This design comes from an exercise in tuning for small area on the open sky130 flow, not from production work. The RTL was checked by simulation tests, not by an equivalence proof against the original design. Power figures rest on the tool's default switching activity, not on a simulated workload.

## tdes_dec
module tdes_dec (
	input  logic             clk,
	input  logic             rst,
	input  tdes_pkg::key_t   ek1,
	input  tdes_pkg::key_t   ek2,
	input  tdes_pkg::key_t   ek3,
	input  tdes_pkg::block_t ct,
	output tdes_pkg::block_t pt,
	output tdes_pkg::key_t   k1,
	output tdes_pkg::key_t   k2,
	output tdes_pkg::key_t   k3
);
For scale: ~1800 cells after synthesis, about 330 flip-flops, roughly 15000 um^2 of cells after synthesis.
clock: 4.0 ns
lec_check: 0
cap_margin: 20
core_margin: 2
core_utilization: 60
slew_margin: 20
standard.sh (not shown) runs the stock make flow with config.mk's settings and CLKGATE_MAP_FILE= SYNTH_SCRIPT=/design/flow/synth_recipe.tcl, a recipe that flattens the netlist after the stock synthesis.
==> flow/flow/run.sh <==
#!/bin/bash
# Layout flow: the standard ORFS flow (standard.sh) with two changes.
#  1. Synthesis maps the logic with an area-oriented ABC script
#     (flow/abc_area.script) in place of ORFS's speed script. The rest of
#     synthesis is the standard one, so the registers are the same.
#  2. Every port gets the smallest buffer (buf_1) in place of the default.
# Each tool's output goes to ORFS's own logs under orfs/logs; the make
# output goes to area_standard.log.
set -euo pipefail
here=$(pwd)
fl=$here/flow

# ORFS's synthesis script with only its abc call changed
sed 's|log_cmd abc {\*}\$abc_args|log_cmd abc -script '"$fl"'/abc_area.script {*}$lib_args {*}$lib_dont_use_args|' \
	"$FLOW_HOME/scripts/synth.tcl" > "$here/orfs_synth_area.tcl"
grep -q 'abc_area.script' "$here/orfs_synth_area.tcl"

# The standard flow's synthesis wrapper, sourcing that script
sed "s|\$::env(SCRIPTS_DIR)/synth.tcl|$here/orfs_synth_area.tcl|" synth_recipe.tcl > "$here/area_synth.tcl"
grep -q 'orfs_synth_area.tcl' "$here/area_synth.tcl"

# standard.sh, using that wrapper
sed "s|$here/synth_recipe.tcl|$here/area_synth.tcl|g" standard.sh > "$here/area_standard.sh"
grep -q 'area_synth.tcl' "$here/area_standard.sh"

export BUFFER_PORTS_ARGS="-buffer_cell sky130_fd_sc_hd__buf_1"
bash "$here/area_standard.sh" > "$here/area_standard.log" 2>&1
==> flow/flow/abc_area.script <==
strash
dc2
&get -n
&dch -f
&nf -R 1000
&put
The baseline ended with an error in I/O pin placement (3_2_place_iop).
Change:
--- a/flow/flow/run.sh
+++ b/flow/flow/run.sh
@@ -2 +2 @@
-# Layout flow: the standard ORFS flow (standard.sh) with two changes.
+# Layout flow: the standard ORFS flow (standard.sh) with three changes.
@@ -6,0 +7,2 @@
+#  3. Clock tree: clkbuf_8 buffers, up to 16 registers per leaf buffer
+#     within 60 um, no dummy loads.
@@ -26,0 +29 @@
+export CTS_ARGS="-sink_clustering_enable -repair_clock_nets -buf_list sky130_fd_sc_hd__clkbuf_4 -sink_clustering_size 8 -sink_clustering_max_diameter 35 -dont_use_dummy_load"
Settings changed: CORE_UTILIZATION 60 to 48, PLACE_DENSITY from default to 0.75.
Now the flow completed with no timing, DRC or antenna violations; synthesized area does not change; synthesized cell count is unchanged.
Change:
--- a/flow/flow/run.sh
+++ b/flow/flow/run.sh
@@ -29 +29 @@
-export CTS_ARGS="-sink_clustering_enable -repair_clock_nets -buf_list sky130_fd_sc_hd__clkbuf_4 -sink_clustering_size 8 -sink_clustering_max_diameter 35 -dont_use_dummy_load"
+export CTS_ARGS="-sink_clustering_enable -repair_clock_nets -buf_list sky130_fd_sc_hd__clkbuf_16 -sink_clustering_size 24 -sink_clustering_max_diameter 80 -dont_use_dummy_load"
Settings changed: CORE_UTILIZATION 48 to 40.
Design area grows by about 1.9%.
Worst hold slack gets better by 140 ps.
Register-to-register slack gets worse by 90 ps.
Clock-buffer cell count fell by 37.
Global-route usage falls by 5.5 points.
Clock power rose by about 16%.
Die area rises by 20%.
Worst setup slack gets worse by 52 ps.
Non-clock buffer count grows by 14.
Change:
--- a/flow/flow/run.sh
+++ b/flow/flow/run.sh
@@ -29 +29 @@
-export CTS_ARGS="-sink_clustering_enable -repair_clock_nets -buf_list sky130_fd_sc_hd__clkbuf_16 -sink_clustering_size 24 -sink_clustering_max_diameter 80 -dont_use_dummy_load"
+export CTS_ARGS="-sink_clustering_enable -repair_clock_nets -buf_list sky130_fd_sc_hd__clkbuf_8 -sink_clustering_size 16 -sink_clustering_max_diameter 60 -dont_use_dummy_load"
Settings changed: CORE_UTILIZATION 40 to 48.
Outcome: Final cell count went down by 3.8%; utilization went up by 8.3 points; critical path depth shrinks by 3; via count rises by 1.4%; total power fell by 2.2%.

========
## v47
tdes_dec again, from the RTL that the note above started with.
==> flow/config.mk <==
export PLATFORM = sky130hd
export DESIGN_NAME = tdes_dec
export DESIGN_NICKNAME = tdes_dec
export VERILOG_FILES = /design/flow/design.v
export SDC_FILE = /design/flow/constraint.sdc
export NUM_CORES = 4
export LEC_CHECK = 0
export CAP_MARGIN = 20
export CORE_MARGIN = 2
export CORE_UTILIZATION = 48
export PLACE_DENSITY = 0.75
export SLEW_MARGIN = 20
==> flow/constraint.sdc <==
create_clock -name core_clock -period 4.0 [get_ports {clk}]
set_input_delay 0.8000 -clock core_clock [delete_from_list [all_inputs] [get_ports {clk}]]
set_output_delay 0.8000 -clock core_clock [all_outputs]
set_load 0.01 [all_outputs]
==> flow/flow/run.sh <==
#!/bin/bash
# Layout flow: the standard ORFS flow (standard.sh) with three changes.
#  1. Synthesis maps the logic with an area-oriented ABC script
#     (flow/abc_area.script) in place of ORFS's speed script. The rest of
#     synthesis is the standard one, so the registers are the same.
#  2. Every port gets the smallest buffer (buf_1) in place of the default.
#  3. Clock tree: clkbuf_4 buffers, up to 8 registers per leaf buffer
#     within 35 um, no dummy loads.
# Each tool's output goes to ORFS's own logs under orfs/logs; the make
# output goes to area_standard.log.
set -euo pipefail
here=$(pwd)
fl=$here/flow

# ORFS's synthesis script with only its abc call changed
sed 's|log_cmd abc {\*}\$abc_args|log_cmd abc -script '"$fl"'/abc_area.script {*}$lib_args {*}$lib_dont_use_args|' \
	"$FLOW_HOME/scripts/synth.tcl" > "$here/orfs_synth_area.tcl"
grep -q 'abc_area.script' "$here/orfs_synth_area.tcl"

# The standard flow's synthesis wrapper, sourcing that script
sed "s|\$::env(SCRIPTS_DIR)/synth.tcl|$here/orfs_synth_area.tcl|" synth_recipe.tcl > "$here/area_synth.tcl"
grep -q 'orfs_synth_area.tcl' "$here/area_synth.tcl"

# standard.sh, using that wrapper
sed "s|$here/synth_recipe.tcl|$here/area_synth.tcl|g" standard.sh > "$here/area_standard.sh"
grep -q 'area_synth.tcl' "$here/area_standard.sh"

export BUFFER_PORTS_ARGS="-buffer_cell sky130_fd_sc_hd__buf_1"
export CTS_ARGS="-sink_clustering_enable -repair_clock_nets -buf_list sky130_fd_sc_hd__clkbuf_4 -sink_clustering_size 8 -sink_clustering_max_diameter 35 -dont_use_dummy_load"
bash "$here/area_standard.sh" > "$here/area_standard.log" 2>&1
Scripts as last shown in full above: flow/flow/abc_area.script
The final layout from v47, which completed every stage, passed the timing, DRC and antenna checks at the end of the flow.
[inputs] v28 vs v47
# v47
export LEC_CHECK = 0
export CAP_MARGIN = 20
export CORE_MARGIN = 2
export CORE_UTILIZATION = 48
export PLACE_DENSITY = 0.75
export SLEW_MARGIN = 20
create_clock -name core_clock -period 4.0 [get_ports {clk}]
# v28
export LEC_CHECK = 0
export CAP_MARGIN = 0
export CORE_MARGIN = 2
export CORE_UTILIZATION = 40
export SLEW_MARGIN = 0
create_clock -name core_clock -period 4.0 [get_ports {clk}]
--- a/flow/flow/run.sh
+++ b/flow/flow/run.sh
@@ -1,10 +1,10 @@
 #!/bin/bash
-# Layout flow: the standard ORFS flow (standard.sh) with three changes.
+# Layout flow: the standard ORFS flow (standard.sh) with two changes.
 #  1. Synthesis maps the logic with an area-oriented ABC script
 #     (flow/abc_area.script) in place of ORFS's speed script. The rest of
 #     synthesis is the standard one, so the registers are the same.
 #  2. Every port gets the smallest buffer (buf_1) in place of the default.
-#  3. Clock tree: clkbuf_4 buffers, up to 8 registers per leaf buffer
-#     within 35 um, no dummy loads.
+#  3. Clock tree: clkbuf_8 buffers, up to 30 registers per leaf buffer, no
+#     dummy loads.
 # Each tool's output goes to ORFS's own logs under orfs/logs; the make
 # output goes to area_standard.log.
@@ -27,4 +27,4 @@
 
 export BUFFER_PORTS_ARGS="-buffer_cell sky130_fd_sc_hd__buf_1"
-export CTS_ARGS="-sink_clustering_enable -repair_clock_nets -buf_list sky130_fd_sc_hd__clkbuf_4 -sink_clustering_size 8 -sink_clustering_max_diameter 35 -dont_use_dummy_load"
+export CTS_ARGS="-sink_clustering_enable -repair_clock_nets -buf_list sky130_fd_sc_hd__clkbuf_8 -sink_clustering_size 16 -sink_clustering_max_diameter 60 -dont_use_dummy_load"
 bash "$here/area_standard.sh" > "$here/area_standard.log" 2>&1
==> run notes <==
Top fanout value on the critical path ended up about 1.6% lower on v28 than on v47.
Routed wire in v28 totals more than in v47.
Diff v47 and v28: setup slack higher in v28
Relative to v47, the clock power measured on v28 has increased by a little under 10%.
#### Input delta (v37 over v28)
# v28
export LEC_CHECK = 0
export CAP_MARGIN = 0
export CORE_MARGIN = 2
export CORE_UTILIZATION = 40
export SLEW_MARGIN = 0
create_clock -name core_clock -period 4.0 [get_ports {clk}]
# v37
export LEC_CHECK = 0
export CAP_MARGIN = 20
export CORE_MARGIN = 2
export CORE_UTILIZATION = 48
export PLACE_DENSITY = 0.75
export SLEW_MARGIN = 20
create_clock -name core_clock -period 4.0 [get_ports {clk}]
--- a/flow/flow/run.sh
+++ b/flow/flow/run.sh
@@ -1,10 +1,10 @@
 #!/bin/bash
-# Layout flow: the standard ORFS flow (standard.sh) with two changes.
+# Layout flow: the standard ORFS flow (standard.sh) with three changes.
 #  1. Synthesis maps the logic with an area-oriented ABC script
 #     (flow/abc_area.script) in place of ORFS's speed script. The rest of
 #     synthesis is the standard one, so the registers are the same.
 #  2. Every port gets the smallest buffer (buf_1) in place of the default.
-#  3. Clock tree: clkbuf_8 buffers, up to 30 registers per leaf buffer, no
-#     dummy loads.
+#  3. Clock tree: clkbuf_8 buffers, up to 16 registers per leaf buffer
+#     within 60 um, no dummy loads.
 # Each tool's output goes to ORFS's own logs under orfs/logs; the make
 # output goes to area_standard.log.
@@ -27,4 +27,4 @@
 
 export BUFFER_PORTS_ARGS="-buffer_cell sky130_fd_sc_hd__buf_1"
-export CTS_ARGS="-sink_clustering_enable -repair_clock_nets -buf_list sky130_fd_sc_hd__clkbuf_8 -sink_clustering_size 16 -sink_clustering_max_diameter 60 -dont_use_dummy_load"
+export CTS_ARGS="-sink_clustering_enable -repair_clock_nets -buf_list sky130_fd_sc_hd__clkbuf_8 -sink_clustering_size 14 -sink_clustering_max_diameter 50 -dont_use_dummy_load"
 bash "$here/area_standard.sh" > "$here/area_standard.log" 2>&1
Findings:
v37 against v28: largest fanout on the critical path saw a decrease; synthesized cell count essentially unchanged; static leakage barely changed.
In the reports for v28 and v37, the smaller met1 usage belongs to v28.
Cell count: v37 lower than v28
Diff v28 and v37: worst IR drop on VDD higher in v37
[compare] base=v28 new=v37: routed wire length now sits lower, first-pass GRT wire length decreased 2.1%.
Modified inputs, v49 compared to v37
# v37
export LEC_CHECK = 0
export CAP_MARGIN = 20
export CORE_MARGIN = 2
export CORE_UTILIZATION = 48
export PLACE_DENSITY = 0.75
export SLEW_MARGIN = 20
create_clock -name core_clock -period 4.0 [get_ports {clk}]
# v49
export LEC_CHECK = 0
export CAP_MARGIN = 20
export CORE_MARGIN = 2
export CORE_UTILIZATION = 40
export PLACE_DENSITY = 0.75
export SLEW_MARGIN = 20
create_clock -name core_clock -period 4.0 [get_ports {clk}]
--- a/flow/flow/run.sh
+++ b/flow/flow/run.sh
@@ -1,10 +1,10 @@
 #!/bin/bash
-# Layout flow: the standard ORFS flow (standard.sh) with three changes.
+# Layout flow: the standard ORFS flow (standard.sh) with two changes.
 #  1. Synthesis maps the logic with an area-oriented ABC script
 #     (flow/abc_area.script) in place of ORFS's speed script. The rest of
 #     synthesis is the standard one, so the registers are the same.
 #  2. Every port gets the smallest buffer (buf_1) in place of the default.
-#  3. Clock tree: clkbuf_8 buffers, up to 16 registers per leaf buffer
-#     within 60 um, no dummy loads.
+#  3. Clock tree: clkbuf_8 buffers, up to 30 registers per leaf buffer, no
+#     dummy loads.
 # Each tool's output goes to ORFS's own logs under orfs/logs; the make
 # output goes to area_standard.log.
@@ -27,4 +27,4 @@
 
 export BUFFER_PORTS_ARGS="-buffer_cell sky130_fd_sc_hd__buf_1"
-export CTS_ARGS="-sink_clustering_enable -repair_clock_nets -buf_list sky130_fd_sc_hd__clkbuf_8 -sink_clustering_size 14 -sink_clustering_max_diameter 50 -dont_use_dummy_load"
+export CTS_ARGS="-sink_clustering_enable -repair_clock_nets -buf_list sky130_fd_sc_hd__clkbuf_8 -sink_clustering_size 16 -sink_clustering_max_diameter 60 -dont_use_dummy_load"
 bash "$here/area_standard.sh" > "$here/area_standard.log" 2>&1
## What came out
v37 → v49: transition time at the pin with the least slew margin dropped 0.011 ns; total half-perimeter wirelength after legalization and detailed placement climbed about 3.5%; synthesized-area fraction occupied by ao, oa, aoi and oai cells barely changed.

========
build 30:
Starting RTL as in the previous note.
==> flow/config.mk <==
export PLATFORM = sky130hd
export DESIGN_NAME = tdes_dec
export DESIGN_NICKNAME = tdes_dec
export VERILOG_FILES = /design/flow/design.v
export SDC_FILE = /design/flow/constraint.sdc
export NUM_CORES = 4
export LEC_CHECK = 0
export CAP_MARGIN = 20
export CORE_MARGIN = 2
export CORE_UTILIZATION = 40
export PLACE_DENSITY = 0.75
export SLEW_MARGIN = 20
==> flow/constraint.sdc <==
create_clock -name core_clock -period 4.0 [get_ports {clk}]
set_input_delay 0.8000 -clock core_clock [delete_from_list [all_inputs] [get_ports {clk}]]
set_output_delay 0.8000 -clock core_clock [all_outputs]
set_load 0.01 [all_outputs]
==> flow/flow/run.sh <==
#!/bin/bash
# Layout flow: the standard ORFS flow (standard.sh) with three changes.
#  1. Synthesis maps the logic with an area-oriented ABC script
#     (flow/abc_area.script) in place of ORFS's speed script. The rest of
#     synthesis is the standard one, so the registers are the same.
#  2. Every port gets the smallest buffer (buf_1) in place of the default.
#  3. Clock tree: clkbuf_8 buffers, up to 16 registers per leaf buffer
#     within 60 um, no dummy loads.
# Each tool's output goes to ORFS's own logs under orfs/logs; the make
# output goes to area_standard.log.
set -euo pipefail
here=$(pwd)
fl=$here/flow

# ORFS's synthesis script with only its abc call changed
sed 's|log_cmd abc {\*}\$abc_args|log_cmd abc -script '"$fl"'/abc_area.script {*}$lib_args {*}$lib_dont_use_args|' \
	"$FLOW_HOME/scripts/synth.tcl" > "$here/orfs_synth_area.tcl"
grep -q 'abc_area.script' "$here/orfs_synth_area.tcl"

# The standard flow's synthesis wrapper, sourcing that script
sed "s|\$::env(SCRIPTS_DIR)/synth.tcl|$here/orfs_synth_area.tcl|" synth_recipe.tcl > "$here/area_synth.tcl"
grep -q 'orfs_synth_area.tcl' "$here/area_synth.tcl"

# standard.sh, using that wrapper
sed "s|$here/synth_recipe.tcl|$here/area_synth.tcl|g" standard.sh > "$here/area_standard.sh"
grep -q 'area_synth.tcl' "$here/area_standard.sh"

export BUFFER_PORTS_ARGS="-buffer_cell sky130_fd_sc_hd__buf_1"
export CTS_ARGS="-sink_clustering_enable -repair_clock_nets -buf_list sky130_fd_sc_hd__clkbuf_8 -sink_clustering_size 16 -sink_clustering_max_diameter 60 -dont_use_dummy_load"
bash "$here/area_standard.sh" > "$here/area_standard.log" 2>&1
Scripts as last shown in full above: flow/flow/abc_area.script
[inputs] build 38 vs build 30
# build 30
export LEC_CHECK = 0
export CAP_MARGIN = 20
export CORE_MARGIN = 2
export CORE_UTILIZATION = 40
export PLACE_DENSITY = 0.75
export SLEW_MARGIN = 20
create_clock -name core_clock -period 4.0 [get_ports {clk}]
# build 38
export LEC_CHECK = 0
export CAP_MARGIN = 20
export CORE_MARGIN = 2
export CORE_UTILIZATION = 40
export SLEW_MARGIN = 20
create_clock -name core_clock -period 4.0 [get_ports {clk}]
diff --git a/flow/flow/run.sh b/flow/flow/run.sh
--- a/flow/flow/run.sh
+++ b/flow/flow/run.sh
@@ -1,3 +1,3 @@
 #!/bin/bash
-# Layout flow: the standard ORFS flow (standard.sh) with three changes.
+# Layout flow: the standard ORFS flow (standard.sh) with two changes.
 #  1. Synthesis maps the logic with an area-oriented ABC script
@@ -6,4 +6,4 @@
 #  2. Every port gets the smallest buffer (buf_1) in place of the default.
-#  3. Clock tree: clkbuf_8 buffers, up to 16 registers per leaf buffer
-#     within 60 um, no dummy loads.
+#  3. Clock tree: clkbuf_8 buffers, up to 30 registers per leaf buffer, no
+#     dummy loads.
 # Each tool's output goes to ORFS's own logs under orfs/logs; the make
==> run notes <==
- Result for build 38 and build 30: all clean
- Between build 30 and build 38, the fraction of standard cell area in multi-input logic does not differ in any meaningful way.
- Min wire length of the first global-routing pass across build 38 and build 30: build 30
- In the route summary, build 38 ends up with a via count below that of build 30.
- Build 30 and build 38 ended up with roughly the same utilization after layout.
Relative to build 38, the following input files were edited for build 47:
diff --git a/flow/flow/run.sh b/flow/flow/run.sh
--- a/flow/flow/run.sh
+++ b/flow/flow/run.sh
@@ -6,4 +6,2 @@
 #  2. Every port gets the smallest buffer (buf_1) in place of the default.
-#  3. Clock tree: clkbuf_8 buffers, up to 30 registers per leaf buffer, no
-#     dummy loads.
 # Each tool's output goes to ORFS's own logs under orfs/logs; the make
@@ -28,3 +26,2 @@
 export BUFFER_PORTS_ARGS="-buffer_cell sky130_fd_sc_hd__buf_1"
-export CTS_ARGS="-sink_clustering_enable -repair_clock_nets -buf_list sky130_fd_sc_hd__clkbuf_8 -sink_clustering_size 16 -sink_clustering_max_diameter 60 -dont_use_dummy_load"
 bash "$here/area_standard.sh" > "$here/area_standard.log" 2>&1
[summary]
Looking at post-detailed-routing wire length, build 47 sits 0.57% higher than build 38 does.
Measured against each other, build 38 and build 47 differ in fraction of standard cell area in multi-input logic, the lower figure coming from build 47.
The internal portion of total power in build 38 is 0.79 times that in build 47.
Build 47 falls short of build 38 in final area.
Diff build 38 and build 47: count of inserted antenna diode cells lower in build 38
[compare] base=build 38 new=build 47: met3 demand-to-capacity share in global routing was more or less identical, clock power higher.
Build 47: register-to-register slack is 0.09 ns lower than what build 38 reported.
~same combinational power in build 38 and build 47
Build 47 vs. build 38: worst ir drop on vdd went up by 3.8%.
Edits applied to the flow inputs when going from build 47 to build 66:
diff --git a/flow/flow/run.sh b/flow/flow/run.sh
--- a/flow/flow/run.sh
+++ b/flow/flow/run.sh
@@ -6,2 +6,4 @@
 #  2. Every port gets the smallest buffer (buf_1) in place of the default.
+#  3. Clock tree: clkbuf_8 buffers, up to 30 registers per leaf buffer, no
+#     dummy loads.
 # Each tool's output goes to ORFS's own logs under orfs/logs; the make
@@ -26,2 +28,3 @@
 export BUFFER_PORTS_ARGS="-buffer_cell sky130_fd_sc_hd__buf_1"
+export CTS_ARGS="-sink_clustering_enable -repair_clock_nets -buf_list sky130_fd_sc_hd__clkbuf_16 -sink_clustering_size 30 -sink_clustering_max_diameter 100 -dont_use_dummy_load"
 bash "$here/area_standard.sh" > "$here/area_standard.log" 2>&1
### Flow results
- Build 66 | status: complete | timing, DRC, antenna: pass
- [build 66] total clock buffers created by CTS fell 24 relative to build 47
- | clock input transition at the sequential cells of the worst setup and hold paths | lower: build 47 |
- Looking at final area across build 66 and build 47, the one that comes out lower is build 66.
- Taking build 47 as the reference, in build 66 part of the power in the clock network lower, power density over the cells saw a decrease, routed wire length went down 570 µm, sum of internal, switching and leakage power fell 19%, number of fillers in the final layout up 84.
- For the maximum level of the CTS H-tree, build 66 came in 1 lower than build 47 did.
- Compared with build 47, build 66 has extra setup slack.
For build 78, these inputs were changed with respect to build 66:
# build 66
export LEC_CHECK = 0
export CAP_MARGIN = 20
export CORE_MARGIN = 2
export CORE_UTILIZATION = 40
export SLEW_MARGIN = 20
create_clock -name core_clock -period 4.0 [get_ports {clk}]
# build 78
export LEC_CHECK = 0
export CAP_MARGIN = 20
export CORE_MARGIN = 2
export CORE_UTILIZATION = 48
export PLACE_DENSITY = 0.75
export SLEW_MARGIN = 20
create_clock -name core_clock -period 4.0 [get_ports {clk}]
diff --git a/flow/flow/run.sh b/flow/flow/run.sh
--- a/flow/flow/run.sh
+++ b/flow/flow/run.sh
@@ -1,3 +1,3 @@
 #!/bin/bash
-# Layout flow: the standard ORFS flow (standard.sh) with two changes.
+# Layout flow: the standard ORFS flow (standard.sh) with three changes.
 #  1. Synthesis maps the logic with an area-oriented ABC script
@@ -6,4 +6,4 @@
 #  2. Every port gets the smallest buffer (buf_1) in place of the default.
-#  3. Clock tree: clkbuf_8 buffers, up to 30 registers per leaf buffer, no
-#     dummy loads.
+#  3. Clock tree: clkbuf_8 buffers, up to 16 registers per leaf buffer
+#     within 60 um, no dummy loads.
 # Each tool's output goes to ORFS's own logs under orfs/logs; the make
@@ -28,3 +28,3 @@
 export BUFFER_PORTS_ARGS="-buffer_cell sky130_fd_sc_hd__buf_1"
-export CTS_ARGS="-sink_clustering_enable -repair_clock_nets -buf_list sky130_fd_sc_hd__clkbuf_16 -sink_clustering_size 30 -sink_clustering_max_diameter 100 -dont_use_dummy_load"
+export CTS_ARGS="-sink_clustering_enable -repair_clock_nets -buf_list sky130_fd_sc_hd__clkbuf_4 -sink_clustering_size 10 -sink_clustering_max_diameter 40 -dont_use_dummy_load"
 bash "$here/area_standard.sh" > "$here/area_standard.log" 2>&1
### Flow results
- Comparing the two runs side by side, build 78 comes out behind build 66 on vias after detailed routing.
- Detailed-routed wire length on met2 in build 78 is 420 µm below build 66.
- Summary of build 78 over build 66: worst hold slack went down by 0.19 ns; design area lost about 1.1%; first-pass GRT wire length decreased by 1.7% relative to the old numbers; proportion of cell area occupied by multi-input gates rose by 0.45 points.

==> afterwards: timing with drivers on the ports <==
No port has a modelled driver above. Below, the same layouts with a new extraction and two added sets of constraints.
Step 1, drivers: a clkbuf_16 drives clk and a buf_2 each remaining input, both assumed.
Step 2 times the ports against the registers' clock, not the clock port: input delays grow and output delays shrink by t, the midpoint of the rising clock arrivals with the driver on.
Three values: ideal ports, drivers, drivers and shift; two values: the first two.
run | t, ns | setup slack, ns | worst slew at a driven data input, ns | cell pins on the clock port's net
the second run of note 1 | 0.716 | 0.573 / 0.526 / 1.001 | 0.11 | 1
the third run of note 1 | 0.556 | 0.521 / 0.471 / 0.911 | 0.13 | 1
the fourth run of note 1 | 0.555 | 0.740 / 0.692 / 0.977 | 0.10 | 1
v47 | 0.716 | 0.573 / 0.526 / 1.001 | 0.11 | 1
v28 | 0.619 | 0.626 / 0.576 / 1.013 | 0.09 | 1
v37 | 0.584 | 0.731 / 0.683 / 0.977 | 0.09 | 1
v49 | 0.643 | 0.464 / 0.414 / 0.942 | 0.14 | 1
build 30 | 0.643 | 0.464 / 0.414 / 0.942 | 0.14 | 1
build 38 | 0.619 | 0.626 / 0.576 / 1.013 | 0.09 | 1
build 47 | 0.581 | 0.670 / 0.615 / 0.924 | 0.09 | 1
build 66 | 0.554 | 0.715 / 0.665 / 0.966 | 0.09 | 1
build 78 | 0.744 | 0.549 / 0.502 / 1.049 | 0.16 | 1
After both steps every run listed still meets setup and hold.
